This is an optimization exercise on Yosys and OpenROAD, whose aim is small area, a short achievable clock period and few clock cycles per item, not a production implementation. The RTL was checked by simulation tests, not by an equivalence proof against the original design. Power and IR drop assume default switching activity.

**config.mk**
```make
export PLATFORM = sky130hd
export DESIGN_NAME = servo_recipe_sequencer_top
export DESIGN_NICKNAME = servo_recipe_sequencer_top
export VERILOG_FILES = /design/flow/design.v
export SDC_FILE = /design/flow/constraint.sdc
export NUM_CORES = 4
export LEC_CHECK = 0
export ABC_CLOCK_PERIOD_IN_PS = 2500
export CAP_MARGIN = 20
export CORE_MARGIN = 2
export CORE_UTILIZATION = 40
export SETUP_SLACK_MARGIN = 3.5
export SLEW_MARGIN = 20
```
**constraint.sdc**
```tcl
create_clock -name core_clock -period 6.0 [get_ports {clk}]
set_input_delay 1.2000 -clock core_clock [delete_from_list [all_inputs] [get_ports {clk}]]
set_output_delay 1.2000 -clock core_clock [all_outputs]
set_load 0.01 [all_outputs]
```
**design.v**
```verilog
package srs_pkg;
  localparam int MODE_W   = 2;
  localparam int CHAR_W   = 8;
  localparam int LIDX_W   = 7;
  localparam int WORD_W   = 8;
  localparam int OPC_W    = 3;
  localparam int ARG_W    = 5;
  localparam int POS_W    = 3;
  localparam int PULSE_W  = 15;
  localparam int STATUS_W = 3;
  localparam int PCOUT_W  = 8;
  localparam int CNT_W    = 5;
  localparam int NUM_POS  = 6;
  localparam int CIDX_W   = 3;
  localparam int IN_TDATA_W  = 24;
  localparam int OUT_TDATA_W = 32;
  localparam logic [POS_W-1:0] POS_MAX = 3'd5;
  typedef enum logic [MODE_W-1:0] {
    MODE_TICK = 2'd0,
    MODE_CMD  = 2'd1,
    MODE_LOAD = 2'd2
  } mode_t;
  typedef enum logic [OPC_W-1:0] {
    OPC_END     = 3'd0,
    OPC_MOV     = 3'd1,
    OPC_WAIT    = 3'd2,
    OPC_LOOP    = 3'd4,
    OPC_ENDLOOP = 3'd5,
    OPC_RESET   = 3'd7
  } opc_t;
  typedef enum logic [STATUS_W-1:0] {
    ST_IDLE    = 3'd0,
    ST_EXEC    = 3'd1,
    ST_WAIT    = 3'd2,
    ST_PAUSED  = 3'd3,
    ST_RANGE   = 3'd4,
    ST_EXTREME = 3'd5,
    ST_ENDED   = 3'd6,
    ST_UNKNOWN = 3'd7
  } status_t;
  localparam logic [CHAR_W-1:0] CH_PAUSE    = 8'h70;   
  localparam logic [CHAR_W-1:0] CH_CONTINUE = 8'h63;   
  localparam logic [CHAR_W-1:0] CH_RIGHT    = 8'h72;   
  localparam logic [CHAR_W-1:0] CH_LEFT     = 8'h6C;   
  localparam logic [CHAR_W-1:0] CH_NOP      = 8'h6E;   
  localparam logic [CHAR_W-1:0] CH_RESTART  = 8'h62;   
  localparam logic [CHAR_W-1:0] CH_UPPER_A  = 8'h41;
  localparam logic [CHAR_W-1:0] CH_UPPER_Z  = 8'h5A;
  localparam logic [CHAR_W-1:0] CH_CASE_OFS = 8'h20;
  localparam logic [PULSE_W-1:0] PULSE_RESET_0 = 15'd430;
  localparam logic [PULSE_W-1:0] PULSE_RESET_1 = 15'd690;
  localparam logic [PULSE_W-1:0] PULSE_RESET_2 = 15'd955;
  localparam logic [PULSE_W-1:0] PULSE_RESET_3 = 15'd1220;
  localparam logic [PULSE_W-1:0] PULSE_RESET_4 = 15'd1485;
  localparam logic [PULSE_W-1:0] PULSE_RESET_5 = 15'd1750;
  typedef struct packed {
    logic             paused;
    logic [CNT_W-1:0] loop_cnt;
    logic [CNT_W-1:0] wait_cnt;
    logic [POS_W-1:0] pos;
  } srs_state_t;
endpackage
module srs_ram #(
  parameter int DEPTH = 128
) (
  input  logic             clk,
  input  logic             clr,        
  input  logic [3:0]       wa0,        
  input  logic [3:0]       wa1,        
  input  logic [7:0]       wa2,        
  input  logic [6:0]       wdata,
  input  logic [DEPTH-1:0] rsel,       
  output logic [6:0]       rdata,
  output logic [6:0]       rdata0      
);
  logic [6:0] mem_r [DEPTH];
  logic [6:0] wd;
  assign wd = clr ? 7'd0 : wdata;
  always_ff @(posedge clk) begin
    for (int i = 0; i < DEPTH; i++) begin
      if (clr || (wa0[i % 4] && wa1[(i / 4) % 4] && wa2[i / 16])) begin
        mem_r[i] <= wd;
      end
    end
  end
  always_comb begin
    rdata = 7'd0;
    for (int i = 0; i < DEPTH; i++) begin
      rdata = rdata | (mem_r[i] & {7{rsel[i]}});
    end
  end
  assign rdata0 = mem_r[0];
endmodule
module srs_store (
  input  logic [7:0] word,
  output logic [6:0] code
);
  always_comb begin
    case (word[7:5])
      3'd1:    code = (word[4:0] > 5'd5) ? 7'b11_01_000 : {4'b11_00, word[2:0]};
      3'd2:    code = {2'b01, word[4:0]};
      3'd4:    code = {2'b10, word[4:0]};
      3'd5:    code = 7'b11_11_000;
      3'd7:    code = 7'b11_11_100;
      3'd3,
      3'd6:    code = 7'b11_10_000;
      default: code = 7'b00_00_000;
    endcase
  end
endmodule
module srs_exec (
  input  logic [2:0]  op,         
  input  logic [2:0]  pos,
  input  logic [4:0]  wait_cnt,
  input  logic        wait_nz,    
  input  logic [4:0]  loop_cnt,
  input  logic        paused,
  input  logic [7:0]  pc,
  input  logic [15:0] pc1,        
  input  logic [7:0]  ls,
  input  logic [15:0] ls1,        
  input  logic [6:0]  w,          
  output logic [2:0]  pos_o,
  output logic [1:0]  pos_sel,    
  output logic [4:0]  wait_o,
  output logic        wait_nz_o,
  output logic [4:0]  loop_o,
  output logic        paused_o,
  output logic [1:0]  pc_sel,     
  output logic [7:0]  pc_o,
  output logic [15:0] pc1_o,
  output logic [7:0]  ls_o,
  output logic [15:0] ls1_o,
  output logic        ls_new,     
  output logic [2:0]  status
);
  localparam logic [2:0] OP_TICK = 3'd0;
  localparam logic [2:0] OP_P    = 3'd1;
  localparam logic [2:0] OP_C    = 3'd2;
  localparam logic [2:0] OP_R    = 3'd3;
  localparam logic [2:0] OP_L    = 3'd4;
  localparam logic [2:0] OP_B    = 3'd5;
  localparam logic [2:0] OP_NOP  = 3'd6;
  localparam logic [1:0] PC_STAY = 2'd0;
  localparam logic [1:0] PC_STEP = 2'd1;
  localparam logic [1:0] PC_LOOP = 2'd2;
  localparam logic [1:0] PC_ZERO = 2'd3;
  localparam logic [15:0] ONE_1H = {8'b0000_0001, 4'b0001, 4'b0010};
  function automatic logic [7:0] inc8(input logic [7:0] a);
    logic c;
    c = 1'b1;
    for (int i = 0; i < 8; i++) begin
      inc8[i] = a[i] ^ c;
      c       = c & a[i];
    end
  endfunction
  function automatic logic [15:0] inc1h(input logic [15:0] a);
    logic c0, c1;
    c0 = a[3];
    c1 = a[3] && a[7];
    inc1h[3:0]  = {a[2:0], a[3]};
    inc1h[7:4]  = c0 ? {a[6:4], a[7]} : a[7:4];
    inc1h[15:8] = c1 ? {a[14:8], 1'b0} : a[15:8];
  endfunction
  logic [7:0]  pc_inc;
  logic [15:0] pc1_inc;
  logic [2:0]  wpos;
  logic [2:0]  travel;
  logic        w_end;
  logic        w_wait;
  logic        w_loop;
  logic        w_mov;
  logic        w_range;
  logic        w_unk;
  logic        w_endl;
  logic        w_rst;
  logic        tick_go;
  logic        loop_nz;
  always_comb begin
    wpos    = w[2:0];
    pc_inc  = inc8(pc);
    pc1_inc = inc1h(pc1);
    travel  = (wpos > pos) ? (wpos - pos) : (pos - wpos);
    w_end   = (w[6:5] == 2'b00);
    w_wait  = (w[6:5] == 2'b01);
    w_loop  = (w[6:5] == 2'b10);
    w_mov   = (w[6:5] == 2'b11) && (w[4:3] == 2'b00);
    w_range = (w[6:5] == 2'b11) && (w[4:3] == 2'b01);
    w_unk   = (w[6:5] == 2'b11) && (w[4:3] == 2'b10);
    w_endl  = (w[6:5] == 2'b11) && (w[4:3] == 2'b11) && !w[2];
    w_rst   = (w[6:5] == 2'b11) && (w[4:3] == 2'b11) && w[2];
    loop_nz = (loop_cnt != 5'd0);
    tick_go = (op == OP_TICK) && !wait_nz && !paused && !w_end;
  end
  always_comb begin
    pc_sel = PC_STAY;
    if (op == OP_B) begin
      pc_sel = PC_ZERO;
    end else if (tick_go) begin
      if (w_wait || w_loop || w_mov || w_range || (w_endl && !loop_nz)) begin
        pc_sel = PC_STEP;
      end else if (w_endl) begin
        pc_sel = PC_LOOP;
      end else if (w_rst) begin
        pc_sel = PC_ZERO;
      end
    end
  end
  always_comb begin
    case (pc_sel)
      PC_STEP: begin
        pc_o  = pc_inc;
        pc1_o = pc1_inc;
      end
      PC_LOOP: begin
        pc_o  = ls;
        pc1_o = ls1;
      end
      PC_ZERO: begin
        pc_o  = 8'd0;
        pc1_o = ONE_1H;
      end
      default: begin
        pc_o  = pc;
        pc1_o = pc1;
      end
    endcase
  end
  always_comb begin
    pos_o    = pos;
    pos_sel  = 2'd0;
    wait_o   = wait_cnt;
    loop_o   = loop_cnt;
    paused_o = paused;
    ls_o     = ls;
    ls1_o    = ls1;
    ls_new   = 1'b0;
    status   = 3'd0;
    case (op)
      OP_TICK: begin
        if (wait_nz) begin
          wait_o = wait_cnt - 5'd1;
          status = 3'd2;
        end else if (paused) begin
          status = 3'd3;
        end else if (w_end) begin
          status = 3'd6;
        end else if (w_wait) begin
          wait_o = w[4:0];
          status = 3'd1;
        end else if (w_loop) begin
          loop_o = w[4:0];
          ls_o   = pc_inc;
          ls1_o  = pc1_inc;
          ls_new = 1'b1;
          status = 3'd1;
        end else if (w_mov) begin
          pos_o   = wpos;
          pos_sel = 2'd1;
          wait_o  = {1'b0, travel, 1'b0};
          status  = 3'd1;
        end else if (w_range) begin
          status = 3'd4;
        end else if (w_unk) begin
          status = 3'd7;
        end else begin
          status = 3'd1;
          if (w_endl && loop_nz) loop_o = loop_cnt - 5'd1;
        end
      end
      OP_P: begin
        paused_o = 1'b1;
        status   = 3'd3;
      end
      OP_C: begin
        paused_o = 1'b0;
      end
      OP_R: begin
        if (pos == 3'd0) begin
          status = 3'd5;
        end else begin
          pos_o   = pos - 3'd1;
          pos_sel = 2'd2;
          wait_o  = 5'd2;
          status  = 3'd1;
        end
      end
      OP_L: begin
        if (pos >= 3'd5) begin
          status = 3'd5;
        end else begin
          pos_o   = pos + 3'd1;
          pos_sel = 2'd3;
          wait_o  = 5'd2;
          status  = 3'd1;
        end
      end
      OP_B: begin
        paused_o = 1'b0;
      end
      OP_NOP: begin
        status = 3'd0;
      end
      default: begin
        status = 3'd7;
      end
    endcase
    wait_nz_o = (wait_o != 5'd0);
  end
endmodule
import srs_pkg::*;
module servo_recipe_sequencer_top #(
  parameter int RECIPE_DEPTH = 128
) (
  input  logic                               clk,
  input  logic                               rst_n,
  input  logic                               in_tvalid,
  output logic                               in_tready,
  input  logic [srs_pkg::IN_TDATA_W-1:0]     in_tdata,
  input  logic [srs_pkg::MODE_W-1:0]         in_tuser,
  output logic                               out_tvalid,
  input  logic                               out_tready,
  output logic [srs_pkg::OUT_TDATA_W-1:0]    out_tdata,
  input  logic                               cfg_valid,
  output logic                               cfg_ready,
  input  logic [srs_pkg::CIDX_W-1:0]         cfg_index,
  input  logic [srs_pkg::PULSE_W-1:0]        cfg_data
);
  localparam logic [2:0] OP_TICK = 3'd0;
  localparam logic [2:0] OP_P    = 3'd1;
  localparam logic [2:0] OP_C    = 3'd2;
  localparam logic [2:0] OP_R    = 3'd3;
  localparam logic [2:0] OP_L    = 3'd4;
  localparam logic [2:0] OP_B    = 3'd5;
  localparam logic [2:0] OP_NOP  = 3'd6;
  localparam logic [2:0] OP_UNK  = 3'd7;
  function automatic logic [3:0] dec2(input logic [1:0] a);
    dec2    = 4'd0;
    dec2[a] = 1'b1;
  endfunction
  function automatic logic [7:0] dec3(input logic [2:0] a);
    dec3    = 8'd0;
    dec3[a] = 1'b1;
  endfunction
  function automatic logic [5:0] onehot(input logic [2:0] p);
    onehot = 6'd0;
    case (p)
      3'd0:    onehot[0] = 1'b1;
      3'd1:    onehot[1] = 1'b1;
      3'd2:    onehot[2] = 1'b1;
      3'd3:    onehot[3] = 1'b1;
      3'd4:    onehot[4] = 1'b1;
      default: onehot[5] = 1'b1;
    endcase
  endfunction
  logic        rst_q_n;
  logic        cfg_v_q;
  logic [2:0]  cfg_i_q;
  logic [14:0] cfg_d_q;
  always_ff @(posedge clk) begin
    rst_q_n <= rst_n;
    cfg_v_q <= cfg_valid;
    cfg_i_q <= cfg_index;
    cfg_d_q <= cfg_data;
  end
  logic [7:0] in_ch;
  logic [2:0] in_op;
  logic       in_ld;
  logic [6:0] in_code;
  logic [6:0] in_idx;
  assign in_ch  = in_tdata[7:0];
  assign in_idx = in_tdata[14:8];
  always_comb begin
    in_ld = 1'b0;
    case (in_tuser)
      2'd0: in_op = OP_TICK;
      2'd1: begin
        if (in_ch[7:6] != 2'b01) begin
          in_op = OP_UNK;
        end else begin
          case (in_ch[4:0])
            5'h10:   in_op = OP_P;
            5'h03:   in_op = OP_C;
            5'h12:   in_op = OP_R;
            5'h0C:   in_op = OP_L;
            5'h0E:   in_op = OP_NOP;
            5'h02:   in_op = OP_B;
            default: in_op = OP_UNK;
          endcase
        end
      end
      2'd2: begin
        in_op = OP_NOP;
        in_ld = in_tvalid;
      end
      default: in_op = OP_NOP;
    endcase
  end
  srs_store u_code (
    .word (in_tdata[22:15]),
    .code (in_code)
  );
  logic       x_valid_r;
  logic [2:0] x_op_r;
  logic [3:0] x_wa0_r;
  logic [3:0] x_wa1_r;
  logic [7:0] x_wa2_r;
  logic [6:0] x_code_r;
  logic       x_fire;
  localparam logic [1:0] PC_STAY = 2'd0;
  localparam logic [1:0] PC_STEP = 2'd1;
  localparam logic [1:0] PC_LOOP = 2'd2;
  localparam logic [1:0] PC_ZERO = 2'd3;
  localparam logic [15:0] ONE_1H = {8'b0000_0001, 4'b0001, 4'b0010};
  logic [2:0]  pos_r;
  logic [5:0]  pos1h_r;       
  logic [4:0]  wait_r;
  logic        wnz_r;
  logic [4:0]  loop_r;
  logic        paused_r;
  logic [7:0]  pc_r;
  logic [15:0] pc1_r;         
  logic [7:0]  ls_r;
  logic [15:0] ls1_r;         
  logic [1:0]  psel_r;        
  logic [6:0]  wh_r;          
  logic [6:0]  rd_r;          
  logic [6:0]  wl_r;          
  logic        wl_new_r;      
  logic [14:0] pulse_r [6];
  logic [6:0]  w_cur;
  logic [6:0]  wl_cur;
  logic [2:0]  pos_n;
  logic [1:0]  pos_sel;
  logic [5:0]  pos1h_n;
  logic [4:0]  wait_n;
  logic        wnz_n;
  logic [4:0]  loop_n;
  logic        paused_n;
  logic [1:0]  psel_n;
  logic [7:0]  pc_n;
  logic [15:0] pc1_n;
  logic [7:0]  ls_n;
  logic [15:0] ls1_n;
  logic        ls_new;
  logic [2:0]  status_n;
  logic        o_valid_r;
  logic [2:0]  o_pos_r;
  logic [14:0] o_pulse_r;
  logic [2:0]  o_status_r;
  logic [7:0]  o_pc_r;
  logic        k_valid_r;
  logic [2:0]  k_pos_r;
  logic [2:0]  k_status_r;
  logic [7:0]  k_pc_r;
  logic        o_free;
  assign x_fire    = x_valid_r && !k_valid_r;
  assign in_tready = !x_valid_r || !k_valid_r;
  assign cfg_ready = 1'b1;
  assign o_free    = !o_valid_r || out_tready;
  logic [RECIPE_DEPTH-1:0] rsel;
  logic [6:0]              rd_w1;
  logic [6:0]              rd_w0;
  logic                    ld_pc;
  logic                    ld_ls;
  always_comb begin
    for (int i = 0; i < RECIPE_DEPTH; i++) begin
      rsel[i] = pc1_r[i % 4] && pc1_r[4 + (i / 4) % 4] && pc1_r[8 + i / 16];
    end
  end
  always_comb begin
    logic [3:0] p0, p1, l0, l1;
    logic [7:0] p2, l2;
    p0 = dec2(pc_r[1:0]);
    p1 = dec2(pc_r[3:2]);
    p2 = pc_r[7] ? 8'd0 : dec3(pc_r[6:4]);
    l0 = dec2(ls_r[1:0]);
    l1 = dec2(ls_r[3:2]);
    l2 = ls_r[7] ? 8'd0 : dec3(ls_r[6:4]);
    ld_pc = |(x_wa0_r & p0) && |(x_wa1_r & p1) && |(x_wa2_r & p2);
    ld_ls = |(x_wa0_r & l0) && |(x_wa1_r & l1) && |(x_wa2_r & l2);
  end
  srs_ram #(
    .DEPTH (RECIPE_DEPTH)
  ) u_ram (
    .clk    (clk),
    .clr    (!rst_q_n),
    .wa0    (x_wa0_r),
    .wa1    (x_wa1_r),
    .wa2    (x_fire ? x_wa2_r : 8'd0),
    .wdata  (x_code_r),
    .rsel   (rsel),
    .rdata  (rd_w1),
    .rdata0 (rd_w0)
  );
  always_comb begin
    case (psel_r)
      PC_STEP: w_cur = rd_r;
      PC_LOOP: w_cur = wl_r;
      PC_ZERO: w_cur = rd_w0;
      default: w_cur = wh_r;
    endcase
    wl_cur = wl_new_r ? rd_r : wl_r;
  end
  srs_exec u_exec (
    .op        (x_op_r),
    .pos       (pos_r),
    .wait_cnt  (wait_r),
    .wait_nz   (wnz_r),
    .loop_cnt  (loop_r),
    .paused    (paused_r),
    .pc        (pc_r),
    .pc1       (pc1_r),
    .ls        (ls_r),
    .ls1       (ls1_r),
    .w         (w_cur),
    .pos_o     (pos_n),
    .pos_sel   (pos_sel),
    .wait_o    (wait_n),
    .wait_nz_o (wnz_n),
    .loop_o    (loop_n),
    .paused_o  (paused_n),
    .pc_sel    (psel_n),
    .pc_o      (pc_n),
    .pc1_o     (pc1_n),
    .ls_o      (ls_n),
    .ls1_o     (ls1_n),
    .ls_new    (ls_new),
    .status    (status_n)
  );
  logic [14:0] pulse_n;
  logic [14:0] pulse_k;
  function automatic logic [14:0] pulse_sel(input logic [5:0] p1h,
                                            input logic [14:0] p0,
                                            input logic [14:0] p1,
                                            input logic [14:0] p2,
                                            input logic [14:0] p3,
                                            input logic [14:0] p4,
                                            input logic [14:0] p5);
    pulse_sel = (p0 & {15{p1h[0]}}) | (p1 & {15{p1h[1]}}) | (p2 & {15{p1h[2]}})
              | (p3 & {15{p1h[3]}}) | (p4 & {15{p1h[4]}}) | (p5 & {15{p1h[5]}});
  endfunction
  always_comb begin
    case (pos_sel)
      2'd1:    pos1h_n = onehot(w_cur[2:0]);
      2'd2:    pos1h_n = {1'b0, pos1h_r[5:1]};
      2'd3:    pos1h_n = {pos1h_r[4:0], 1'b0};
      default: pos1h_n = pos1h_r;
    endcase
    pulse_n = pulse_sel(pos1h_n, pulse_r[0], pulse_r[1], pulse_r[2],
                        pulse_r[3], pulse_r[4], pulse_r[5]);
    pulse_k = pulse_sel(onehot(k_pos_r), pulse_r[0], pulse_r[1], pulse_r[2],
                        pulse_r[3], pulse_r[4], pulse_r[5]);
  end
  always_ff @(posedge clk) begin
    for (int i = 0; i < 6; i++) begin
      if (cfg_v_q && cfg_i_q == 3'(i)) begin
        pulse_r[i] <= cfg_d_q;
      end else if (!rst_q_n) begin
        case (i)
          0:       pulse_r[i] <= PULSE_RESET_0;
          1:       pulse_r[i] <= PULSE_RESET_1;
          2:       pulse_r[i] <= PULSE_RESET_2;
          3:       pulse_r[i] <= PULSE_RESET_3;
          4:       pulse_r[i] <= PULSE_RESET_4;
          default: pulse_r[i] <= PULSE_RESET_5;
        endcase
      end
    end
  end
  always_ff @(posedge clk) begin
    if (!rst_n) begin
      x_valid_r <= 1'b0;
    end else if (in_tready) begin
      x_valid_r <= in_tvalid;
    end
  end
  always_ff @(posedge clk) begin
    if (in_tready) begin
      x_op_r   <= in_op;
      x_wa0_r  <= in_ld ? dec2(in_idx[1:0]) : 4'd0;
      x_wa1_r  <= dec2(in_idx[3:2]);
      x_wa2_r  <= in_ld ? dec3(in_idx[6:4]) : 8'd0;
      x_code_r <= in_code;
    end
  end
  always_ff @(posedge clk) begin
    if (!rst_q_n) begin
      pos_r    <= 3'd0;
      pos1h_r  <= 6'b000001;
      wait_r   <= 5'd0;
      wnz_r    <= 1'b0;
      loop_r   <= 5'd0;
      paused_r <= 1'b0;
      pc_r     <= 8'd0;
      pc1_r    <= ONE_1H;
      ls_r     <= 8'd0;
      ls1_r    <= ONE_1H;
    end else if (x_fire) begin
      pos_r    <= pos_n;
      pos1h_r  <= pos1h_n;
      wait_r   <= wait_n;
      wnz_r    <= wnz_n;
      loop_r   <= loop_n;
      paused_r <= paused_n;
      pc_r     <= pc_n;
      pc1_r    <= pc1_n;
      ls_r     <= ls_n;
      ls1_r    <= ls1_n;
    end
  end
  always_ff @(posedge clk) begin
    rd_r <= rd_w1;
    if (!rst_q_n) begin
      psel_r   <= PC_STAY;
      wh_r     <= 7'd0;
      wl_r     <= 7'd0;
      wl_new_r <= 1'b0;
    end else begin
      psel_r   <= x_fire ? psel_n : PC_STAY;
      wh_r     <= (x_fire && ld_pc) ? x_code_r : w_cur;
      wl_r     <= (x_fire && ld_ls) ? x_code_r : wl_cur;
      wl_new_r <= x_fire && ls_new;
    end
  end
  always_ff @(posedge clk) begin
    if (!rst_n) begin
      o_valid_r <= 1'b0;
      k_valid_r <= 1'b0;
    end else begin
      if (o_free) begin
        o_valid_r <= k_valid_r || x_fire;
        k_valid_r <= 1'b0;
      end else if (x_fire) begin
        k_valid_r <= 1'b1;
      end
    end
  end
  always_ff @(posedge clk) begin
    if (o_free) begin
      if (k_valid_r) begin
        o_pos_r    <= k_pos_r;
        o_pulse_r  <= pulse_k;
        o_status_r <= k_status_r;
        o_pc_r     <= k_pc_r;
      end else begin
        o_pos_r    <= pos_n;
        o_pulse_r  <= pulse_n;
        o_status_r <= status_n;
        o_pc_r     <= pc_n;
      end
    end
    if (!o_free && x_fire) begin
      k_pos_r    <= pos_n;
      k_status_r <= status_n;
      k_pc_r     <= pc_n;
    end
  end
  assign out_tvalid = o_valid_r;
  assign out_tdata  = {3'b000, o_pc_r, o_status_r, o_pulse_r, o_pos_r};
endmodule
```
**run.sh**
```bash
#!/bin/bash
# synth_recipe.tcl (not shown) runs the flow's synth.tcl, then flattens the netlist and writes it again
# the make line also repeats each setting of config.mk as NAME=value (left out here)
make -C /OpenROAD-flow-scripts/flow DESIGN_CONFIG=/design/flow/config.mk WORK_HOME=/design/flow/orfs CLKGATE_MAP_FILE= SYNTH_SCRIPT=/design/flow/synth_recipe.tcl finish
```
==> qor.yml, run 1 <==
power:
  p_switching_mw: 4.27
  p_sw_frac: 0.233
  power_frac_comb: 0.055
  internal_power_mw: 14.0
  power_frac_clock: 0.415
  ir_drop_uv: 284
  p_leak_nw: 21.8
  fin_total_pwr_mw: 18.3
  p_seq_frac: 0.530
  power_density_mw_per_mm2: 299
global_route:
  grt_overflow: 0
  antenna_found_initial: 15
  grt_max_degree: 83
  grt_pass1_wl_um: 282000
  grt_pass1_vias: 33700
  grt_usage: 0.338
timing:
  tightest_slew_ns: 1.08
  fin_setup_tns_ns: 0
  maxSlewViolCount: 0
  holdWs_ns: 0.468
  maxSlewHeadroom: 0.278
  hold_viol: 0
  fin_crit_sh: 0.562
  min_period_ns: 3.37
  rsz0062_at_grt: "true"
  setup_viol: 0
  skew_ns: 0.112
  max_freq_mhz: 297
clock_network:
  clk_latency_ns: 0.78
  cts_tree: "built"
  htree_levels: 3
  cts_root_buffer: "clkbuf_16"
  cts-hold-fix-buffers: 0
  cts_sinks: 1171
  clkSlewWorstSetupHoldPaths_ns: 0.06
  cts_made_buffers: 119
  clk_path_buf_depth: 3
yosys:
  synth_area_per_cell_um2: 14.5
  yosys_register_bits: 1171
  synth_cell_type_count: 82
  synth_seq_area_share: 0.710
  synthArstFlopShare: 0
  synth-edff-count: 1055
  syn_inst: 3308
  ys_warn_count: 6
  synth_area_mm2: 0.0479
  synth-main-ff-cell: "edfxtp_1"
final_layout:
  final_cells: 5417
  multi_input_area_mm2: 0.0156
  drive_above_1_share: 0.310
  final_cell_mix: "edfxtp_1 (1055), buf_4 (319), nand2_1 (144)"
  area_growth_syn_to_layout_pct: 27.9
  seqCellArea_mm2: 0.0341
  utilization: 0.517
  final_common_cell: "edfxtp_1"
  final_nets: 3796
  fillers: 9685
route:
  drc: 0
  first_iter_violations: 7481
  viasPerCell: 6.88
  postRouteAntennaNets: 0
  vias: 37300
  wire_per_inst_um: 39.9
  drtPass1Iterations: 9
  wl_um: 216000
setup_path:
  critical_path.cell_chain: "buf_12 -> buf_12 -> buf_4 -> buf_4 -> a22oi_2 -> o22ai_4 -> a221oi_1 -> nand4_1 -> nor4_1 -> nand3_1"
  worstPathArrival_ns: 3.82
  cp-end-kind: "register"
  crit_required_ns: 6.45
  crit_type: "register to register"
  slowest_delay_ns: 0.80
  cp_max_fo: 5
  critPathLaunchType: "register"
  cp_slowest_cell: "a22oi_2"
min_path:
  hold_class: "register to register"
placed_design:
  io_buffers: 77
  place_inst: 4917
  gp_congestion: 1.04
  post-dp-hpwl_um: 132000
floorplan:
  rows: 126
  die_area_mm2: 0.122
  coreArea_mm2: 0.118
  die_x_um: 350
  io_pins: 84
  dieHeight_um: 350
  initial_core_util: 0.404
job:
  maxCapViolCount: 0
status:
  outcome: "timing/DRC/antenna clean"
[sequential cells by signal, summed over array words and instances (netlist names), 8 cells and up]
| signal | cells |
|---|---|
| o_pulse_r | 15 |
| ls1_r | 16 |
| cfg_d_q | 15 |
| pc_r | 8 |
| ls_r | 8 |
| u_ram.mem_r | 896 |
| pc1_r | 16 |
| o_pc_r | 8 |
| pulse_r | 90 |
| x_wa2_r | 8 |
| k_pc_r | 8 |
[through the flow]
stage | instance area (µm²) | setup slack [ns]
2_1_floorplan | 48200 | 3.01
3_3_place_gp | 51400 | 2.10
3_5_place_dp | 51500 | 2.07
4_1_cts | 59300 | 3.06
5_1_grt | 61200 | 2.64
6_report | 61200 | 2.63
[path summary, 6_finish.rpt]
path | startpoint | endpoint | slack [ns] | depth (start not counted)
worst min register to register | ls1_r[2] | ls1_r[2] | 0.47 | 2
worst max register to register | pc1_r[0] | rd_r[3] | 2.63 | 10
worst min-delay path | ls1_r[2] | ls1_r[2] | 0.47 | 2
worst max-delay path | pc1_r[0] | rd_r[3] | 2.63 | 10
[cell families after synthesis]
| logic type | count (synthesis) | share of synthesized area |
|---|---|---|
| buffers and inverters | 298 | 0.0246 |
| other | 2 | 0.000157 |
| muxes | 92 | 0.0236 |
| adders and majority gates | 36 | 0.00972 |
| DFF | 1171 | 0.710 |
| AOI/OAI and AO/OA | 952 | 0.147 |
| and+or+nand+nor | 751 | 0.0830 |
| xor gates and xnor gates | 6 | 0.00110 |
[routing by layer]
metal  vias to the layer above  part of all wire  GRT usage
met5                         -           0.00028          0
met4                        10             0.090      0.234
met3                       958              0.15      0.128
met2                      3574              0.42      0.488
met1                     18500              0.34      0.418
li1                      14200                 -          -
[cell type report]
cell class	instances	area share
Antenna cell	5	0.000204
Inverter	34	0.00253
Sequential cell	1171	0.557
Clock buffer	156	0.0524
Clock inverter	66	0.0120
Multi-Input combinational cell	1849	0.255
Timing Repair Buffer	536	0.0888
Tap cell	1600	0.0327
[cell usage after synthesis, drive strengths merged (17+ instances only)]
cell,number,share of area
a21oi,77,0.0081
a221oi,119,0.022
a222oi,35,0.0073
a22o,94,0.017
a22oi,169,0.027
a31oi,24,0.0031
a32o,37,0.0077
a32oi,51,0.0093
and2,79,0.010
and3,109,0.014
buf,47,0.0049
clkbuf,217,0.017
dfxtp,116,0.049
edfxtp,1055,0.66
ha,34,0.0089
inv,34,0.0027
mux2,28,0.0066
mux2i,50,0.010
nand2,166,0.013
nand2b,26,0.0034
nand3,67,0.0071
nand4,61,0.0080
nor2,105,0.0082
nor2b,36,0.0047
nor3,27,0.0034
o211a,17,0.0036
o21ai,219,0.023
or3,29,0.0038
[critical path, delay by kind of cell (launching register included)]
kind / cells / cell delay (ns)
AO/OA/AOI/OAI: 3 / 1.31
flip-flops: 1 / 0.36
buffers and inverters: 4 / 0.55
AND/OR/NAND/NOR: 3 / 0.83
[power groups by stage]
stage / registers, mW / clock network [mW] / logic (mW)
6_report: 9.71 / 7.61 / 1.00
5_1_grt: 9.73 / 7.89 / 1.02
4_1_cts: 9.67 / 7.59 / 0.927
3_5_place_dp: 9.83 / 0 / 0.886
3_3_place_gp: 9.82 / 0 / 0.875
2_1_floorplan: 9.77 / 0 / 0.403
[repair_timing]
| item | in CTS | in global routing |
|---|---|---|
| endpoints found under the setup margin | 738 | 661 |
| cloned | 20 | 13 |
| pin swaps | 122 | 128 |
| buffers inserted | 142 | 98 |
| resized for setup | 699 | 201 |
Testbench counts, summed over its fixed seeds: cycles 12,933, items 12,885.
==> run 2, diff against run 1 <==
--- a/config.mk
+++ b/config.mk
@@ -8,6 +8,6 @@
 export ABC_CLOCK_PERIOD_IN_PS = 2500
 export CAP_MARGIN = 20
 export CORE_MARGIN = 2
-export CORE_UTILIZATION = 40
+export CORE_UTILIZATION = 60
 export SETUP_SLACK_MARGIN = 3.5
 export SLEW_MARGIN = 20
==> qor.yml, run 2 <==
status:
  outcome: "timing/DRC/antenna clean"
yosys:
  synthArstFlopShare: 0  # unchanged
  netlist_top_cells_count: "edfxtp_1 (1055), clkbuf_1 (217), o21ai_0 (210)"
  synthTopCellsByArea: "edfxtp_1 (66%), dfxtp_1 (4.9%), a22oi_1 (2.7%)"
  synth_cell_type_count: 82  # unchanged
  syn_inst: 3308  # unchanged
  yosys_register_bits: 1171  # unchanged
  synth-edff-count: 1055  # unchanged
  synth_area_per_cell_um2: 14.5  # unchanged
  synth_area_mm2: 0.0479  # unchanged
  yosysMostFrequentCell: "edfxtp_1"
  synth_seq_area_share: 0.710  # unchanged
  yosysTopAreaCellShare: 0.662  # unchanged
  synth_top_area_cell: "edfxtp_1"
  synth-main-ff-cell: "edfxtp_1"
  ys_warn_count: 6  # unchanged
placed_design:
  gp_congestion: 1.06  # +2.3%
  pre_cts_ws_ns: 2.00  # -0.0629 ns
  io_buffers: 77  # unchanged
  post-dp-hpwl_um: 130000  # -1.3%
  placed_area_mm2: 0.0507  # -1.4%
  place_inst: 4358  # -11%
setup_path:
  slowest_delay_ns: 0.60  # -0.20 ns
  cp_slowest_cell: "or4_4"
  reg2reg_depth: 9  # -1
  crit_start: "pc1_r[8]"
  cp_num_buf_inv: 3  # -1
  r2r_slack_ns: 2.69  # +0.06 ns
  cp-end-kind: "register"
  worstPathArrival_ns: 3.81  # about the same
  critPathLaunchType: "register"
  rr_endpoint: "rd_r[5]"
  crit_family: "simple AND/OR/NAND/NOR gates"
  crit_type: "register to register"
  regToRegStartpoint: "pc1_r[8]"
  critical_path.cell_chain: "inv_1 -> buf_6 -> nor3_2 -> buf_4 -> a22oi_1 -> nand4_1 -> or4_4 -> nor4_4 -> nand4_1"
  crit_path_frequent_cell: "nand4_1"
  crit_required_ns: 6.51  # +0.06 ns
  cp_max_fo: 12  # +7
global_route:
  grt_pass1_wl_um: 281000  # -0.33%
  grt_max_degree: 83  # unchanged
  grt_usage: 0.507  # +0.169
  antenna_found_initial: 21  # +6
  grt_pass1_vias: 34800  # +3.2%
  grt_overflow: 0  # unchanged
power:
  p_leak_nw: 21.2  # -2.6%
  p_sw_frac: 0.234  # +0.000514
  ir_drop_uv: 305  # +7.4%
  p_switching_mw: 4.26  # -0.19%
  p_seq_frac: 0.533  # +0.003
  power_frac_comb: 0.058  # +0.003
  fin_total_pwr_mw: 18.2  # -0.41%
  internal_power_mw: 14.0  # -0.48%
  power_density_mw_per_mm2: 308  # +2.8%
  power_frac_clock: 0.409  # -0.006
min_path:
  hp-start: "ls1_r[4]"
  hold_depth: 2  # unchanged
  min_to: "ls1_r[4]"
  hold_class: "register to register"
route:
  vias: 38400  # +3.0%
  wire_per_inst_um: 45.1  # +13%
  postRouteAntennaNets: 0  # unchanged
  wl_um: 216000  # -0.17%
  first_iter_violations: 8719  # +17%
  viasPerCell: 8.01  # +16%
  drc: 0  # unchanged
  drtPass1Iterations: 9  # unchanged
floorplan:
  io_pins: 84  # unchanged
  die_x_um: 286  # -18%
  coreArea_mm2: 0.0790  # -33%
  rows: 103  # -18%
  dieHeight_um: 286  # -18%
  die_area_mm2: 0.0821  # -33%
  initial_core_util: 0.606  # +0.202
final_layout:
  area_growth_syn_to_layout_pct: 23.9
  reg.largest.list: "u_ram.mem_r (896), pulse_r (90)"
  utilization: 0.751  # +0.234
  postLayoutCellArea_mm2: 0.0593  # -3.1%
  top_register: "u_ram.mem_r"
  final_cell_mix: "edfxtp_1 (1055), buf_4 (250), a22oi_1 (154)"
  largest_register_ff_count: 896  # unchanged
  final_cells: 4791  # -12%
  drive_above_1_share: 0.284  # -0.0256
  final_nets: 3708  # -2.3%
  final_common_cell: "edfxtp_1"
clock_network:
  clk_latency_ns: 0.74  # -0.04 ns
  cts_root_buffer: "clkbuf_16"
  cts_tree: "built"
  cts_sinks: 1171  # unchanged
  htree_levels: 3  # unchanged
  cts_made_buffers: 114  # -4.2%
  clk_path_buf_depth: 3  # unchanged
  clkSlewWorstSetupHoldPaths_ns: 0.07  # about the same
timing:
  rsz0062_at_grt: "true"
  max_freq_mhz: 302  # +1.9%
  holdWs_ns: 0.503  # +0.0347 ns
  hold_viol: 0  # unchanged
  tightest_slew_ns: 1.24  # +0.161 ns
  skew_ns: 0.0404  # -0.0712 ns
  setup_viol: 0  # unchanged
  maxSlewViolCount: 0  # unchanged
  maxSlewHeadroom: 0.171  # -0.107
  fin_crit_sh: 0.551  # -0.0107
  fin_ws_ns: 2.69  # +0.0644 ns
  min_period_ns: 3.31  # -0.0644 ns
  fin_setup_tns_ns: 0  # unchanged
job:
  maxCapViolCount: 0  # unchanged
## run 2: cell counts after synthesis
Identical to the previous run, type by type.
## run 2: final cells by class
type | count | area (µm²)
Sequential cell | 1171 | 34100
Fill cell | 4752 | 19700
Multi-Input combinational cell | 1856 | 15500
Timing Repair Buffer | 446 | 4400
Clock buffer | 141 | 3060
Tap cell | 1050 | 1310
Clock inverter | 75 | 798
Inverter | 34 | 148
Antenna cell | 18 | 45.0
## run 2: timing repair
action / in CTS / in global routing
setup buffers: 110 / 60
endpoints found under the setup margin: 1366 / 579
pin swaps: 102 / 94
resized for setup: 582 / 199
hold endpoints to repair: 0 / 0
cloned: 14 / 13
hold buffers: 0 / 0
## run 2: per-layer routing
metal	routed length (µm)	vias to the layer above	GRT usage
met5	198	-	0.0105
met2	89700	4549	0.730
met4	23900	12	0.386
met1	64600	18500	0.587
li1	-	14100	-
met3	37600	1269	0.240
## run 2: worst max-delay path by stage
stage	endpoint	slack [ns]	cells after the start
final	rd_r[5]	2.69	9
after global routing	o_pulse_r[4]	2.69	12
after CTS	rd_r[5]	3.00	9
after detailed placement	rd_r[5]	2.00	9
after global placement	rd_r[0]	1.79	7
after floorplan	o_pulse_r[10]	3.01	14
## run 2: cell families (layout without fill, tap and decap cells)
kind of cell,Yosys count,after routing,synth area share
flip-flops,1171,1171,0.710
AO/OA/AOI/OAI,952,953,0.147
AND/OR/NAND/NOR,751,765,0.0830
buffers and inverters,298,696,0.0246
multiplexers,92,92,0.0236
adder cells (fa/ha/maj),36,36,0.00972
XOR/XNOR,6,6,0.00110
other,2,22,0.000157
## run 2: power groups by stage
stage                     Combinational (mW)  Clock, mW  Sequential (mW)
after detailed placement               0.876          0             9.84
after CTS                              0.938       7.36             9.68
after floorplan                        0.403          0             9.77
final                                   1.06       7.46             9.72
after global placement                 0.851          0             9.82
after global routing                    1.06       7.71             9.74
## run 2: worst min-delay path, stage by stage, from the launching register on
cell	delay, ns
dfxtp_1	0.33
nand2_1	0.07
nand3_2	0.07
==> run 3, diff against run 2 <==
--- a/design.v
+++ b/design.v
@@ -69,7 +69,8 @@
   input  logic [3:0]       wa1,        
   input  logic [7:0]       wa2,        
   input  logic [6:0]       wdata,
-  input  logic [DEPTH-1:0] rsel,       
+  input  logic [15:0]      rsel_lo,    
+  input  logic [DEPTH/16-1:0] rsel_hi,  
   output logic [6:0]       rdata,
   output logic [6:0]       rdata0      
 );
@@ -84,9 +85,14 @@
     end
   end
   always_comb begin
+    logic [6:0] g;
     rdata = 7'd0;
-    for (int i = 0; i < DEPTH; i++) begin
-      rdata = rdata | (mem_r[i] & {7{rsel[i]}});
+    for (int j = 0; j < DEPTH / 16; j++) begin
+      g = 7'd0;
+      for (int k = 0; k < 16; k++) begin
+        g = g | (mem_r[16 * j + k] & {7{rsel_lo[k]}});
+      end
+      rdata = rdata | (g & {7{rsel_hi[j]}});
     end
   end
   assign rdata0 = mem_r[0];
@@ -422,7 +428,7 @@
   logic [15:0] pc1_r;         
   logic [7:0]  ls_r;
   logic [15:0] ls1_r;         
-  logic [1:0]  psel_r;        
+  logic [3:0]  psel_r;        
   logic [6:0]  wh_r;          
   logic [6:0]  rd_r;          
   logic [6:0]  wl_r;          
@@ -458,14 +464,14 @@
   assign in_tready = !x_valid_r || !k_valid_r;
   assign cfg_ready = 1'b1;
   assign o_free    = !o_valid_r || out_tready;
-  logic [RECIPE_DEPTH-1:0] rsel;
+  logic [15:0]             rsel_lo;
   logic [6:0]              rd_w1;
   logic [6:0]              rd_w0;
   logic                    ld_pc;
   logic                    ld_ls;
   always_comb begin
-    for (int i = 0; i < RECIPE_DEPTH; i++) begin
-      rsel[i] = pc1_r[i % 4] && pc1_r[4 + (i / 4) % 4] && pc1_r[8 + i / 16];
+    for (int i = 0; i < 16; i++) begin
+      rsel_lo[i] = pc1_r[i % 4] && pc1_r[4 + i / 4];
     end
   end
   always_comb begin
@@ -489,17 +495,14 @@
     .wa1    (x_wa1_r),
     .wa2    (x_fire ? x_wa2_r : 8'd0),
     .wdata  (x_code_r),
-    .rsel   (rsel),
+    .rsel_lo (rsel_lo),
+    .rsel_hi (pc1_r[15:8]),
     .rdata  (rd_w1),
     .rdata0 (rd_w0)
   );
   always_comb begin
-    case (psel_r)
-      PC_STEP: w_cur = rd_r;
-      PC_LOOP: w_cur = wl_r;
-      PC_ZERO: w_cur = rd_w0;
-      default: w_cur = wh_r;
-    endcase
+    w_cur = (rd_r & {7{psel_r[PC_STEP]}}) | (wl_r & {7{psel_r[PC_LOOP]}})
+          | (rd_w0 & {7{psel_r[PC_ZERO]}}) | (wh_r & {7{psel_r[PC_STAY]}});
     wl_cur = wl_new_r ? rd_r : wl_r;
   end
   srs_exec u_exec (
@@ -540,17 +543,23 @@
     pulse_sel = (p0 & {15{p1h[0]}}) | (p1 & {15{p1h[1]}}) | (p2 & {15{p1h[2]}})
               | (p3 & {15{p1h[3]}}) | (p4 & {15{p1h[4]}}) | (p5 & {15{p1h[5]}});
   endfunction
+  logic [5:0]  pos1h_cmd;
+  logic [14:0] pulse_mov;
+  logic [14:0] pulse_cmd;
   always_comb begin
     case (pos_sel)
-      2'd1:    pos1h_n = onehot(w_cur[2:0]);
-      2'd2:    pos1h_n = {1'b0, pos1h_r[5:1]};
-      2'd3:    pos1h_n = {pos1h_r[4:0], 1'b0};
-      default: pos1h_n = pos1h_r;
+      2'd2:    pos1h_cmd = {1'b0, pos1h_r[5:1]};
+      2'd3:    pos1h_cmd = {pos1h_r[4:0], 1'b0};
+      default: pos1h_cmd = pos1h_r;
     endcase
-    pulse_n = pulse_sel(pos1h_n, pulse_r[0], pulse_r[1], pulse_r[2],
-                        pulse_r[3], pulse_r[4], pulse_r[5]);
-    pulse_k = pulse_sel(onehot(k_pos_r), pulse_r[0], pulse_r[1], pulse_r[2],
-                        pulse_r[3], pulse_r[4], pulse_r[5]);
+    pos1h_n   = (pos_sel == 2'd1) ? onehot(w_cur[2:0]) : pos1h_cmd;
+    pulse_mov = pulse_sel(onehot(w_cur[2:0]), pulse_r[0], pulse_r[1], pulse_r[2],
+                          pulse_r[3], pulse_r[4], pulse_r[5]);
+    pulse_cmd = pulse_sel(pos1h_cmd, pulse_r[0], pulse_r[1], pulse_r[2],
+                          pulse_r[3], pulse_r[4], pulse_r[5]);
+    pulse_n   = (pos_sel == 2'd1) ? pulse_mov : pulse_cmd;
+    pulse_k   = pulse_sel(onehot(k_pos_r), pulse_r[0], pulse_r[1], pulse_r[2],
+                          pulse_r[3], pulse_r[4], pulse_r[5]);
   end
   always_ff @(posedge clk) begin
     for (int i = 0; i < 6; i++) begin
@@ -612,12 +621,12 @@
   always_ff @(posedge clk) begin
     rd_r <= rd_w1;
     if (!rst_q_n) begin
-      psel_r   <= PC_STAY;
+      psel_r   <= 4'b0001;
       wh_r     <= 7'd0;
       wl_r     <= 7'd0;
       wl_new_r <= 1'b0;
     end else begin
-      psel_r   <= x_fire ? psel_n : PC_STAY;
+      psel_r   <= x_fire ? dec2(psel_n) : 4'b0001;
       wh_r     <= (x_fire && ld_pc) ? x_code_r : w_cur;
       wl_r     <= (x_fire && ld_ls) ? x_code_r : wl_cur;
       wl_new_r <= x_fire && ls_new;
@@ -650,7 +659,7 @@
         o_pc_r     <= pc_n;
       end
     end
-    if (!o_free && x_fire) begin
+    if (x_fire) begin
       k_pos_r    <= pos_n;
       k_status_r <= status_n;
       k_pc_r     <= pc_n;
--- a/config.mk
+++ b/config.mk
@@ -8,6 +8,7 @@
 export ABC_CLOCK_PERIOD_IN_PS = 2500
 export CAP_MARGIN = 20
 export CORE_MARGIN = 2
-export CORE_UTILIZATION = 60
+export CORE_UTILIZATION = 45
 export SETUP_SLACK_MARGIN = 3.5
 export SLEW_MARGIN = 20
+export TNS_END_PERCENT = 10
==> qor.yml, run 3 <==
yosys:
  synth_compound_area_frac: 0.165  # +0.0175
  yosys_register_bits: 1173  # +0.17%
  synth-main-ff-cell: "edfxtp_1"
  synth-edff-count: 1055  # unchanged
  synth_cell_type_count: 78  # -4.9%
  yosysTopAreaCellShare: 0.674  # +0.0122
  synth_fa_ha_area_frac: 0.0102  # +0.000446
  synthArstFlopShare: 0  # unchanged
  synth_top_area_cell: "edfxtp_1"
  synth_mux_area_frac: 0.0167  # -0.00696
  synth_area_mm2: 0.0470  # -1.8%
  synth_top_family_by_area: "compound AO/OA/AOI/OAI gates"
  synthTopCellsByArea: "edfxtp_1 (67%), dfxtp_1 (5.0%), a221oi_1 (4.2%)"
  netlist_top_cells_count: "edfxtp_1 (1055), a221oi_1 (226), a22o_1 (211)"
  synth_area_per_cell_um2: 15.0  # +3.7%
  yosys.area_share.xor_xnor: 0.00130  # +0.000207
  yosys.area_share.simple: 0.0612  # -0.0218
  syn_inst: 3131  # -5.4%
  synth_seq_area_share: 0.724  # +0.0140
  yosysMostFrequentCell: "edfxtp_1"
  ys_warn_count: 6  # unchanged
timing:
  fin_setup_tns_ns: 0  # unchanged
  rsz0062_at_grt: "true"
  skew_ns: 0.0770  # +0.0366 ns
  hold_viol: 0  # unchanged
  min_period_ns: 2.77  # -0.538 ns
  maxSlewViolCount: 0  # unchanged
  holdWs_ns: 0.454  # -0.0490 ns
  max_freq_mhz: 361  # +19%
  maxSlewHeadroom: 0.166  # -0.00488
  fin_crit_sh: 0.462  # -0.0896
  fin_ws_ns: 3.23  # +0.538 ns
  tightest_slew_ns: 1.25  # +0.00430 ns
  setup_viol: 0  # unchanged
setup_path:
  cp_num_buf_inv: 1  # -2
  critPathLaunchType: "register"
  reg2reg_depth: 8  # -1
  crit_required_ns: 6.55  # +0.04 ns
  cp_max_fo: 6  # -6
  slowest_delay_ns: 0.44  # -0.16 ns
  worstPathArrival_ns: 3.32  # -0.49 ns
  cp_slowest_cell: "a221oi_1"
  cp.depth: 8  # -1
  cp-end-kind: "register"
  crit_family: "compound AO/OA/AOI/OAI gates"
  crit_type: "register to register"
  critical_path.cell_chain: "and2_4 -> buf_4 -> a22o_1 -> a221oi_1 -> nand4_1 -> a22o_1 -> a221oi_4 -> nand4_1"
route:
  wl_met3_um: 17400  # -54%
  wl_um: 157000  # -27%
  viasPerCell: 6.59  # -18%
  met1_length_um: 60700  # -6.1%
  postRouteAntennaNets: 0  # unchanged
  vias: 32600  # -15%
  first_iter_violations: 4873  # -44%
  wire_per_inst_um: 31.8  # -30%
  highest_layer: "met5"
  drtPass1Iterations: 6  # -3
  drc: 0  # unchanged
  dr_wl_met2_um: 72500  # -19%
global_route:
  grt_max_degree: 98  # +18%
  grt_overflow: 0  # unchanged
  grt_usage: 0.285  # -0.222
  grt_pass1_wl_um: 222000  # -21%
  antenna_found_initial: 8  # -62%
  grt_pass1_vias: 31500  # -9.5%
clock_network:
  cts-hold-fix-buffers: 0  # unchanged
  cts_tree: "built"
  cts_root_buffer: "clkbuf_16"
  htree_levels: 3  # unchanged
  clk_latency_ns: 0.76  # +0.02 ns
  cts_made_buffers: 117  # +2.6%
  clkSlewWorstSetupHoldPaths_ns: 0.06  # about the same
  clk_path_buf_depth: 3  # unchanged
  cts_sinks: 1173  # +0.17%
final_layout:
  area_growth_syn_to_layout_pct: 23.1
  postLayoutCellArea_mm2: 0.0579  # -2.4%
  reg.largest.list: "u_ram.mem_r (896), pulse_r (90)"
  final_common_cell: "edfxtp_1"
  final_nets: 3544  # -4.4%
  top_register: "u_ram.mem_r"
  fillers: 7963  # +68%
  final_cells: 4938  # +3.1%
  largest_register_ff_count: 896  # unchanged
  final_cell_mix: "edfxtp_1 (1055), buf_4 (261), a22o_1 (209)"
  drive_above_1_share: 0.244  # -0.0404
  utilization: 0.559  # -0.191
min_path:
  hold_depth: 2  # unchanged
  hold_class: "register to register"
power:
  fin_total_pwr_mw: 18.0  # -1.1%
  p_leak_nw: 20.1  # -5.2%
  ir_drop_uv: 248  # -19%
  power_density_mw_per_mm2: 312  # +1.4%
floorplan:
  initial_core_util: 0.454  # -0.152
  io_pins: 84  # unchanged
  rows: 118  # +15%
  dieHeight_um: 327  # +14%
  die_x_um: 327  # +14%
  die_area_mm2: 0.107  # +30%
  coreArea_mm2: 0.103  # +31%
placed_design:
  placed_area_mm2: 0.0498  # -1.8%
  pre_cts_ws_ns: 2.04  # +0.0392 ns
  io_buffers: 77  # unchanged
  post-dp-hpwl_um: 85100  # -35%
  gp_congestion: 0.892  # -16%
  place_inst: 4499  # +3.2%
job:
  maxCapViolCount: 0  # unchanged
status:
  outcome: "timing/DRC/antenna clean"
## run 3: cell types whose count changed after synthesis, sizes merged, moves of 31 or more
cell	delta
a22o	+117
a221oi	+112
and3	-99
clkbuf	-69
nand2	-53
a32oi	-46
a32o	-34
a222oi	-31
## run 3: layout make-up
class | count | area (µm²) | area share
clock inverter | 76 | 754 | 0.0130
timing repair buffer | 411 | 4230 | 0.0730
multi-input combinational | 1716 | 13800 | 0.239
sequential | 1173 | 34100 | 0.589
clock buffer | 141 | 3070 | 0.0530
inverter | 39 | 170 | 0.00294
tap | 1380 | 1730 | 0.0298
antenna | 2 | 5.00 | 0.0000865
## run 3: where the power goes
group	internal [mW]	switching, mW	total (mW)
Combinational	0.356	0.706	1.06
Clock	4.09	3.19	7.28
Sequential	9.48	0.224	9.70
## run 3: tightest hold or removal path: stages, from the launching register on
cell	delay (ns)
dfxtp_1	0.31
nand2_1	0.05
a21oi_1	0.05
## run 3: worst paths after layout
check	start	endpoint	slack (ns)
worst max-delay path	pc1_r[1]	rd_r[2]	3.23
worst min-delay path	ls1_r[2]	ls1_r[2]	0.45
worst max register to register	pc1_r[1]	rd_r[2]	3.23
worst min register to register	ls1_r[2]	ls1_r[2]	0.45
## run 3: routing by layer
| metal | vias up | GRT usage |
|---|---|---|
| met5 | - | 0 |
| met4 | 10 | 0.107 |
| met3 | 395 | 0.0636 |
| met2 | 2158 | 0.450 |
| met1 | 16500 | 0.388 |
| li1 | 13500 | - |
## run 3: cells by family after synthesis
group,after synthesis
XOR/XNOR,7
multiplexers,68
buffers and inverters,255
AO/OA/AOI/OAI,1038
other,2
AND/OR/NAND/NOR,551
flip-flops,1173
adder cells (fa/ha/maj),37
## run 3: what timing repair did
| action | 4_1_cts | 5_1_grt |
|---|---|---|
| cloned | 24 | 3 |
| pin swaps | 90 | 21 |
| endpoints found under the hold margin | 0 | 0 |
| resized for setup | 434 | 79 |
| setup buffers | 151 | 42 |
| endpoints found under the setup margin | 1373 | 1312 |
Testbench counts of run 3, summed over its fixed seeds: cycles 12,933, items 12,885.
==> run 4, diff against run 3 <==
--- a/config.mk
+++ b/config.mk
@@ -5,10 +5,12 @@
 export SDC_FILE = /design/flow/constraint.sdc
 export NUM_CORES = 4
 export LEC_CHECK = 0
-export ABC_CLOCK_PERIOD_IN_PS = 2500
+export ABC_AREA = 1
 export CAP_MARGIN = 20
 export CORE_MARGIN = 2
 export CORE_UTILIZATION = 45
+export CTS_CLUSTER_DIAMETER = 100
+export CTS_CLUSTER_SIZE = 30
 export SETUP_SLACK_MARGIN = 3.5
 export SLEW_MARGIN = 20
 export TNS_END_PERCENT = 10
==> qor.yml, run 4 <==
status:
  outcome: "timing/DRC/antenna clean"
final_layout:
  reg.largest.list: "u_ram.mem_r (896), pulse_r (90)"
  utilization: 0.513  # -0.0464
  largest_register_ff_count: 896  # unchanged
  final_common_cell: "edfxtp_1"
  drive_above_1_share: 0.116  # -0.128
  final_nets: 4343  # +23%
  antenna_cells: 0  # -2
  top_register: "u_ram.mem_r"
  fillers: 9192  # +15%
  area_growth_syn_to_layout_pct: 12.6
  final_cell_mix: "edfxtp_1 (1055), nand2_1 (923), inv_1 (324)"
  final_cells: 5668  # +15%
  postLayoutCellArea_mm2: 0.0542  # -6.3%
global_route:
  grt_max_degree: 86  # -12%
  grt_pass1_vias: 30900  # -1.8%
  antenna_found_initial: 3  # -5
  grt_usage: 0.261  # -0.0245
  grt_pass1_wl_um: 209000  # -5.9%
  grt_overflow: 0  # unchanged
setup_path:
  crit_family: "buffers and inverters"
  cp_max_fo: 1  # -5
  slowest_delay_ns: 0.53  # +0.09 ns
  cp_num_buf_inv: 1  # unchanged
  regToRegStartpoint: "cfg_i_q[1]"
  crit_type: "register to output port"
  critical_path.cell_chain: "clkdlybuf4s50_1"
  crit_required_ns: 4.80  # -1.75 ns
  cp_slowest_cell: "clkdlybuf4s50_1"
  cp-end-kind: "output port"
  r2r_slack_ns: 3.27  # +0.04 ns
  rr_endpoint: "pulse_r[4][10]"
  critPathLaunchType: "register"
  worstPathArrival_ns: 1.56  # -1.76 ns
  reg2reg_depth: 5  # -3
yosys:
  synthArstFlopShare: 0  # unchanged
  synth_area_per_cell_um2: 11.8  # -21%
  ys_warn_count: 6  # unchanged
  yosysTopAreaCellShare: 0.658  # -0.0159
  synth_area_mm2: 0.0481  # +2.4%
  yosys_register_bits: 1173  # unchanged
  yosysMostFrequentCell: "edfxtp_1"
  synth_cell_type_count: 62  # -21%
  synthTopCellsByArea: "edfxtp_1 (66%), nand2_1 (7.4%), dfxtp_1 (4.9%)"
  synth_top_area_cell: "edfxtp_1"
  netlist_top_cells_count: "edfxtp_1 (1055), nand2_1 (953), o21ai_0 (355)"
  synth-main-ff-cell: "edfxtp_1"
  synth_seq_area_share: 0.707  # -0.0171
  synth-edff-count: 1055  # unchanged
  syn_inst: 4073  # +30%
timing:
  fin_setup_tns_ns: 0  # unchanged
  rsz0062_at_grt: "true"
  skew_ns: 0.0467  # -0.0303 ns
  setup_viol: 0  # unchanged
  max_freq_mhz: 362  # +0.28%
  min_period_ns: 2.76  # -0.00761 ns
  maxSlewViolCount: 0  # unchanged
  tightest_slew_ns: 1.12  # -0.127 ns
  hold_viol: 0  # unchanged
  holdWs_ns: 0.459  # +0.00474 ns
  fin_ws_ns: 3.24  # +0.00761 ns
  fin_crit_sh: 0.460  # -0.00127
  maxSlewHeadroom: 0.251  # +0.0850
power:
  power_density_mw_per_mm2: 274  # -12%
  ir_drop_uv: 231  # -6.9%
  fin_total_pwr_mw: 14.9  # -18%
  p_leak_nw: 20.2  # +0.35%
min_path:
  hold_depth: 2  # unchanged
  hold_class: "register to register"
  hp-start: "ls1_r[2]"
  min_to: "ls1_r[2]"
route:
  viasPerCell: 5.84  # -11%
  first_iter_violations: 4653  # -4.5%
  drtPass1Iterations: 6  # unchanged
  wire_per_inst_um: 25.6  # -19%
  vias: 33100  # +1.6%
  drc: 0  # unchanged
  wl_um: 145000  # -7.3%
  postRouteAntennaNets: 0  # unchanged
clock_network:
  htree_levels: 2  # -1
  clkSlewWorstSetupHoldPaths_ns: 0.12  # +0.06 ns
  cts_tree: "built"
  cts-hold-fix-buffers: 0  # unchanged
  cts_made_buffers: 47  # -60%
  clk_path_buf_depth: 3  # unchanged
  clk_latency_ns: 0.69  # -0.07 ns
  cts_root_buffer: "clkbuf_16"
  cts_sinks: 1173  # unchanged
floorplan:
  die_area_mm2: 0.110  # +2.4%
  coreArea_mm2: 0.106  # +2.1%
  die_x_um: 331  # +1.2%
  dieHeight_um: 331  # +1.2%
  initial_core_util: 0.455  # +0.00123
  rows: 119  # +0.85%
  io_pins: 84  # unchanged
placed_design:
  post-dp-hpwl_um: 88900  # +4.4%
  placed_area_mm2: 0.0512  # +2.8%
  place_inst: 5531  # +23%
  pre_cts_ws_ns: 2.15  # +0.104 ns
  gp_congestion: 0.888  # -0.44%
  io_buffers: 77  # unchanged
job:
  maxCapViolCount: 0  # unchanged
==> run 4: changes by cell type after synthesis, sizes merged, moves of 142 or more <==
cell | previous run | this run
a221oi | 231 | 79
nor2 | 102 | 244
inv | 39 | 366
a22oi | 188 | 4
nand2 | 113 | 958
o21ai | 199 | 371
==> run 4: routing by layer <==
metal | track usage | share of wire | vias to the layer above
met5 | 0 | 0 | -
met4 | 0.0970 | 0.040 | 0
met3 | 0.0367 | 0.087 | 272
met2 | 0.412 | 0.46 | 1573
met1 | 0.368 | 0.41 | 16400
li1 | - | - | 14900
==> run 4: cell families (layout without fill, tap and decap cells) <==
logic type | after synthesis | in the layout | synth area share
other | 2 | 4 | 0.000156
and+or+nand+nor | 1472 | 1476 | 0.129
DFF | 1173 | 1173 | 0.707
buffers and inverters | 546 | 744 | 0.0441
AOI/OAI and AO/OA | 834 | 834 | 0.108
xor gates and xnor gates | 9 | 9 | 0.00164
adders and majority gates | 37 | 37 | 0.00993
==> run 4: cell type report <==
type | count | area (µm²) | area share
tap | 1391 | 1740 | 0.0321
sequential | 1173 | 34100 | 0.629
clock buffer | 58 | 1220 | 0.0225
clock inverter | 11 | 181 | 0.00335
timing repair inverter | 1 | 6.26 | 0.000115
inverter | 373 | 1560 | 0.0288
multi-input combinational | 2360 | 12600 | 0.232
timing repair buffer | 301 | 2840 | 0.0525
==> run 4: report_power, final <==
part           internal [mW]  switching [mW]
combinational          0.332           0.791
sequential              9.48           0.185
clock                   1.55            2.54
==> run 4: how the worst max path moves through the flow <==
stage,startpoint,end,slack (ns),depth (start not counted)
4_1_cts,o_pc_r[0],out_tdata[21],3.20,1
3_3_place_gp,psel_r[3],o_pulse_r[13],2.23,13
5_1_grt,psel_r[3],pc1_r[15],3.12,16
3_5_place_dp,psel_r[3],o_pulse_r[13],2.15,13
2_1_floorplan,rst_q_n,u_ram.mem_r[0][0],3.20,4
6_report,o_pulse_r[1],out_tdata[4],3.24,1
==> run 4: timing repair <==
action | 4_1_cts | 5_1_grt
gates resized for setup | 295 | 30
pin swaps | 35 | 14
gates cloned | 6 | 3
buffers inserted | 44 | 15
setup endpoints to repair | 1543 | 1129
==> run 4: worst min-delay path: stages, from the launching register on <==
cell and delay, ns:
dfxtp_1 0.32, inv_1 0.06, a21oi_1 0.05
==> run 5, diff against run 4 <==
--- a/design.v
+++ b/design.v
@@ -75,12 +75,10 @@
   output logic [6:0]       rdata0      
 );
   logic [6:0] mem_r [DEPTH];
-  logic [6:0] wd;
-  assign wd = clr ? 7'd0 : wdata;
   always_ff @(posedge clk) begin
     for (int i = 0; i < DEPTH; i++) begin
       if (clr || (wa0[i % 4] && wa1[(i / 4) % 4] && wa2[i / 16])) begin
-        mem_r[i] <= wd;
+        mem_r[i] <= wdata;
       end
     end
   end
@@ -585,12 +583,18 @@
     end
   end
   always_ff @(posedge clk) begin
+    if (!rst_n) begin
+      x_code_r <= 7'd0;
+    end else if (in_tready) begin
+      x_code_r <= in_code;
+    end
+  end
+  always_ff @(posedge clk) begin
     if (in_tready) begin
       x_op_r   <= in_op;
       x_wa0_r  <= in_ld ? dec2(in_idx[1:0]) : 4'd0;
       x_wa1_r  <= dec2(in_idx[3:2]);
       x_wa2_r  <= in_ld ? dec3(in_idx[6:4]) : 8'd0;
-      x_code_r <= in_code;
     end
   end
   always_ff @(posedge clk) begin
--- a/config.mk
+++ b/config.mk
@@ -5,7 +5,7 @@
 export SDC_FILE = /design/flow/constraint.sdc
 export NUM_CORES = 4
 export LEC_CHECK = 0
-export ABC_AREA = 1
+export ABC_CLOCK_PERIOD_IN_PS = 2500
 export CAP_MARGIN = 20
 export CORE_MARGIN = 2
 export CORE_UTILIZATION = 45
==> qor.yml, run 5 <==
final_layout:
  top_register: "u_ram.mem_r"
  reg.largest.list: "u_ram.mem_r (896), pulse_r (90)"
  final_common_cell: "edfxtp_1"
  postLayoutCellArea_mm2: 0.0545  # +0.50%
  final_cell_mix: "edfxtp_1 (1048), buf_4 (259), a22o_1 (214)"
  drive_above_1_share: 0.197  # +0.0807
  utilization: 0.527  # +0.0143
  largest_register_ff_count: 896  # unchanged
  area_growth_syn_to_layout_pct: 16.4
  final_cells: 4775  # -16%
  final_nets: 3461  # -20%
clock_network:
  clkSlewWorstSetupHoldPaths_ns: 0.12  # about the same
  cts_made_buffers: 45  # -4.3%
  cts-hold-fix-buffers: 0  # unchanged
  cts_sinks: 1173  # unchanged
  htree_levels: 2  # unchanged
  clk_latency_ns: 0.67  # -0.02 ns
  clk_path_buf_depth: 3  # unchanged
  cts_tree: "built"
  cts_root_buffer: "clkbuf_16"
timing:
  min_period_ns: 2.97  # +0.208 ns
  maxSlewViolCount: 0  # unchanged
  setup_viol: 0  # unchanged
  fin_crit_sh: 0.495  # +0.0346
  max_freq_mhz: 337  # -7.0%
  rsz0062_at_grt: "true"
  hold_viol: 0  # unchanged
  skew_ns: 0.0373  # -0.00943 ns
  tightest_slew_ns: 1.16  # +0.0411 ns
  fin_setup_tns_ns: 0  # unchanged
  maxSlewHeadroom: 0.223  # -0.0281
route:
  viasPerCell: 6.72  # +15%
  vias: 32100  # -3.0%
  wire_per_inst_um: 32.4  # +26%
  first_iter_violations: 4805  # +3.3%
  postRouteAntennaNets: 0  # unchanged
  wl_um: 155000  # +6.3%
  drc: 0  # unchanged
  drtPass1Iterations: 12  # +6
setup_path:
  crit_start: "pc1_r[2]"
  reg2reg_depth: 7  # +2
  crit_type: "register to register"
  crit_end: "rd_r[0]"
  worstPathArrival_ns: 3.44  # +1.88 ns
  crit_required_ns: 6.47  # +1.67 ns
  cp_max_fo: 13  # +12
  rr_endpoint: "rd_r[0]"
  regToRegStartpoint: "pc1_r[2]"
  r2r_slack_ns: 3.03  # -0.24 ns
  critPathLaunchType: "register"
  cp-end-kind: "register"
yosys:
  yosysTopAreaCellShare: 0.672  # +0.0143
  netlist_top_cells_count: "edfxtp_1 (1048), a221oi_1 (216), a22o_1 (215)"
  syn_inst: 3116  # -23%
  synth_cell_type_count: 76  # +23%
  synth_top_area_cell: "edfxtp_1"
  synth_area_mm2: 0.0468  # -2.8%
  ys_warn_count: 6  # unchanged
  synth-main-ff-cell: "edfxtp_1"
  synth-edff-count: 1048  # -0.66%
  synthTopCellsByArea: "edfxtp_1 (67%), dfxtp_1 (5.3%), a221oi_1 (4.0%)"
  yosysMostFrequentCell: "edfxtp_1"
  synth_area_per_cell_um2: 15.0  # +27%
  synth_seq_area_share: 0.726  # +0.0187
  yosys_register_bits: 1173  # unchanged
  synthArstFlopShare: 0  # unchanged
global_route:
  grt_usage: 0.282  # +0.0209
  grt_overflow: 0  # unchanged
  antenna_found_initial: 4  # +1
  grt_pass1_wl_um: 219000  # +4.9%
  grt_max_degree: 102  # +19%
  grt_pass1_vias: 30900  # -0.22%
job:
  maxCapViolCount: 0  # unchanged
placed_design:
  place_inst: 4511  # -18%
  gp_congestion: 0.873  # -1.7%
  placed_area_mm2: 0.0499  # -2.5%
  post-dp-hpwl_um: 86400  # -2.8%
  io_buffers: 77  # unchanged
power:
  power_frac_clock: 0.268  # -0.007
  internal_power_mw: 11.3  # about the same
  power_density_mw_per_mm2: 271  # -1.4%
  p_sw_frac: 0.230  # -0.00633
  fin_total_pwr_mw: 14.7  # -0.88%
  p_leak_nw: 18.6  # -8.1%
  p_switching_mw: 3.39  # -3.5%
  p_seq_frac: 0.662  # +0.012
  ir_drop_uv: 265  # +15%
  power_frac_comb: 0.071  # -0.005
min_path:
  hold_class: "register to register"
floorplan:
  rows: 118  # -0.84%
  dieHeight_um: 326  # -1.4%
  io_pins: 84  # unchanged
  coreArea_mm2: 0.103  # -2.2%
  die_x_um: 326  # -1.4%
  initial_core_util: 0.453  # -0.00254
  die_area_mm2: 0.107  # -2.7%
status:
  outcome: "timing/DRC/antenna clean"
[run 5: worst min-delay path by stage]
stage / from / to / slack, ns / cells past startpoint
6_report: ls1_r[2] / ls1_r[2] / 0.47 / 2
5_1_grt: ls1_r[2] / ls1_r[2] / 0.50 / 2
4_1_cts: ls1_r[3] / ls1_r[3] / 0.47 / 2
3_5_place_dp: ls1_r[3] / ls1_r[3] / 0.45 / 2
3_3_place_gp: ls1_r[2] / ls1_r[2] / 0.44 / 2
2_1_floorplan: ls1_r[0] / ls1_r[0] / 0.43 / 2
[run 5: metal layers]
| layer | share of wire | vias up | GRT usage |
|---|---|---|---|
| li1 | - | 13300 | - |
| met1 | 0.38 | 16200 | 0.385 |
| met3 | 0.12 | 389 | 0.0576 |
| met4 | 0.041 | 2 | 0.103 |
| met2 | 0.46 | 2274 | 0.447 |
| met5 | 0.000084 | - | 0 |
[run 5: through the flow]
stage                     hold slack (ns)  setup WS, ns
after global routing                0.502          2.94
after CTS                           0.467          3.11
after detailed placement            0.450          2.49
final                               0.466          3.03
after floorplan                     0.432          3.36
after global placement              0.439          2.32
[run 5: power by group through the flow]
stage / Sequential, mW / Combinational [mW] / Clock, mW
finish: 9.76 / 1.04 / 3.94
global route: 9.80 / 1.09 / 4.20
CTS: 9.74 / 1.01 / 3.96
detailed placement: 9.93 / 0.940 / 0
global placement: 9.90 / 0.915 / 0
floorplan: 9.87 / 0.459 / 0
[run 5: layout make-up]
type	count	area (µm²)
antenna	2	5.00
clock buffer	59	1200
clock inverter	8	116
fill	8358	48900
inverter	36	149
multi-input combinational	1706	13300
sequential	1173	34100
tap	1380	1730
timing repair buffer	410	3940
timing repair inverter	1	5.00
[run 5: kinds of logic after synthesis]
kind of cell | Yosys count | synth area share
XOR/XNOR | 6 | 0.00112
AND/OR/NAND/NOR | 574 | 0.0630
AO/OA/AOI/OAI | 996 | 0.161
buffers and inverters | 254 | 0.0209
multiplexers | 72 | 0.0174
adder cells (fa/ha/maj) | 39 | 0.0107
flip-flops | 1173 | 0.726
other | 2 | 0.000160
[run 5: timing repair]
action,4_1_cts,5_1_grt
setup buffers,153,17
hold endpoints to repair,0,0
pin swaps,100,16
gates cloned,23,2
resized for setup,265,65
setup endpoints to repair,1075,1033
[run 5: worst max-delay path, stage by stage (launching register included)]
cell      delay (ns)
dfxtp_4         0.39
and2_4          0.25
buf_4           0.25
a22o_1          0.26
a221oi_1        0.38
nand4_1         0.35
a22oi_1         0.53
nand4_1         0.35
Testbench counts of run 5, summed over its fixed seeds: cycles 12,933, items 12,885.

Setup slack of run 5, layout unchanged: 3.030 ns with ideal ports, 3.030 ns with driving cells assumed (clock clkbuf_16, inputs buf_2), 3.030 ns with port delays also shifted by the 0.716 ns mid clock arrival.
